From an optimization exercise on the open Yosys and OpenROAD flow, aimed at small area, a short achievable clock period and few clock cycles per item; shortcuts taken in it are not production practice. Only simulation tests tie the RTL to the original design; equivalence was not proved.

Setup of the baseline:
// magnetometer_heading_unpack
module magnetometer_heading_unpack
(
    input  wire logic              clk,
    input  wire logic              rst_n,
    input  wire logic              in_valid,
    output logic                   in_ready,
    input  wire logic [7:0]        x_high_byte,
    input  wire logic [7:0]        x_low_byte,
    input  wire logic [7:0]        y_high_byte,
    input  wire logic [7:0]        y_low_byte,
    input  wire logic [7:0]        z_high_byte,
    input  wire logic [7:0]        z_low_byte,
    output logic                   out_valid,
    input  wire logic              out_ready,
    output logic signed [15:0]     mag_x,
    output logic signed [15:0]     mag_y,
    output logic signed [15:0]     mag_z,
    output logic [16:0]            heading
);
    logic go;             
    logic ov;             
    logic [14:1] v;       
    assign go = !ov || out_ready;
    logic [15:0] in_x, in_y, in_z, ax, ay;
    logic sx, sy, d_0;
    logic [16:0] x1s, y1p, y1n;
    always_comb begin
        in_x = {x_high_byte, x_low_byte};
        in_y = {y_high_byte, y_low_byte};
        in_z = {z_high_byte, z_low_byte};
        sx = in_x[15];
        sy = in_y[15];
        ax = in_x ^ {16{sx}};    
        ay = in_y ^ {16{sy}};    
        d_0 = sx ? sy : (!sy && (in_y != '0));
    end
  ...
For scale: ~6200 cells after synthesis, ~120 I/O pins, ~80000 µm² of cells after synthesis.
Settings: LEC_CHECK=0, CAP_MARGIN=20, CORE_MARGIN=2, CORE_UTILIZATION=60, SETUP_SLACK_MARGIN=2.5, SLEW_MARGIN=20; clock period 6.0 ns.
run.sh (not shown) runs the stock make flow with config.mk's settings and CLKGATE_MAP_FILE= SYNTH_SCRIPT=/design/flow/synth_recipe.tcl, a recipe that flattens the netlist after the stock synthesis.
The baseline finished all stages; the layout is clean.
Testbench counts of the baseline, summed over its fixed seeds: cycles 16,120, items 16,000.
The inputs of the candidate differ from those of the baseline as listed below.
- changing SETUP_SLACK_MARGIN from 2.5 to 2.35
- setting CTS_CLUSTER_SIZE to 25 for the first time
- setting CTS_CLUSTER_DIAMETER to 80 for the first time
- setting CTS_BUF_LIST to sky130_fd_sc_hd__clkbuf_16 for the first time
==> run notes <==
Against the baseline, the candidate comes in 401 higher on number of filler instances in the final layout. Relative to the baseline, the worst setup slack of the candidate is lower by 0.11 ns. Compared with the baseline, the candidate shows a lower routed wire length. The candidate ended with more final cycle utilization of the critical path than the baseline. Storage element area came out exactly the same in the candidate and the baseline. The candidate does better than the baseline on vias after detailed routing.

========
Starting RTL as in the previous note.
==> flow/config.mk <==
export PLATFORM = sky130hd
export DESIGN_NAME = magnetometer_heading_unpack
export DESIGN_NICKNAME = magnetometer_heading_unpack
export VERILOG_FILES = /design/flow/design.v
export SDC_FILE = /design/flow/constraint.sdc
export NUM_CORES = 4
export LEC_CHECK = 0
export CAP_MARGIN = 20
export CORE_MARGIN = 2
export CORE_UTILIZATION = 60
export CTS_BUF_LIST = sky130_fd_sc_hd__clkbuf_16
export CTS_CLUSTER_DIAMETER = 80
export CTS_CLUSTER_SIZE = 25
export SETUP_SLACK_MARGIN = 2.8
export SLEW_MARGIN = 20
==> flow/constraint.sdc <==
create_clock -name core_clock -period 6.0 [get_ports {clk}]
set_input_delay 1.2000 -clock core_clock [delete_from_list [all_inputs] [get_ports {clk}]]
set_output_delay 1.2000 -clock core_clock [all_outputs]
set_load 0.01 [all_outputs]
Testbench counts at the start, summed over its fixed seeds: cycles 16,120, items 16,000.
Next try:
PLACE_DENSITY = 0.75   (was unset)
SETUP_SLACK_MARGIN = 2.5   (was 2.8)
Setup slack degrades by 84 ps.
Utilization goes down by 3.2 points.
Wire length goes down by 4.3%.
Via count falls by 1.7%.
Clock skew climbs by 20 ps.
Global-route usage shrinks by 0.75 points.

========
Setup of gamma:
magnetometer_heading_unpack again, from the RTL that the note above started with.
clock: 6.0 ns
lec_check: 0
cap_margin: 20
core_margin: 2
core_utilization: 60
cts_buf_list: sky130_fd_sc_hd__clkbuf_16
cts_cluster_diameter: 80
cts_cluster_size: 25
setup_slack_margin: 2.2
slew_margin: 20
Testbench counts of gamma, summed over its fixed seeds: cycles 16,120, items 16,000.
### gamma -> epsilon
Settings: SETUP_SLACK_MARGIN now 2.5, was 2.2; CORE_UTILIZATION now 50, was 60.
Results
- Met1 wire length, epsilon vs gamma: up slightly
- Relative to gamma, the via-per-instance ratio of epsilon is lower by about 5%.
- Number of antenna cells inserted, gamma and epsilon: larger value in epsilon
- When epsilon is set beside gamma, its global-route usage turns out to be 3.0 points smaller.

-- static timing again, ports no longer ideal --
The results above use ideal ports. As a check the final layouts listed here were re-extracted and re-timed, cells and wires unchanged. Step 1 assumes that a clkbuf_16 drives the clock port and a buf_2 every other input. Step 2 also shifts input and output timing later by t, the mid clock arrival at the registers, as if the neighbouring blocks saw the same clock. a / b / c = ideal ports / drivers / drivers and shift; a / b = the first two.
run	shift t [ns]	slack for setup (ns)	worst setup path after step 2	worst data-port slew with drivers (ns)	pins driven straight from the clock port
the baseline	0.871	2.511 / 2.511 / 1.767	input to register	0.16	1
the candidate	0.791	2.404 / 2.407 / 1.644	input to register	0.16	1
the first run of note 2	0.794	2.541 / 2.541 / 1.781	input to register	0.17	1
the second run of note 2	0.816	2.457 / 2.482 / 1.673	input to register	0.12	1
gamma	0.789	2.250 / 2.242 / 1.543	input to register	0.16	1
epsilon	0.795	2.481 / 2.507 / 1.712	input to register	0.13	1
After both steps setup and hold are still met in every run listed. For the second run of note 2, which loses most, drivers alone change the setup slack by +0.025 ns; drivers and shift together by -0.784 ns.
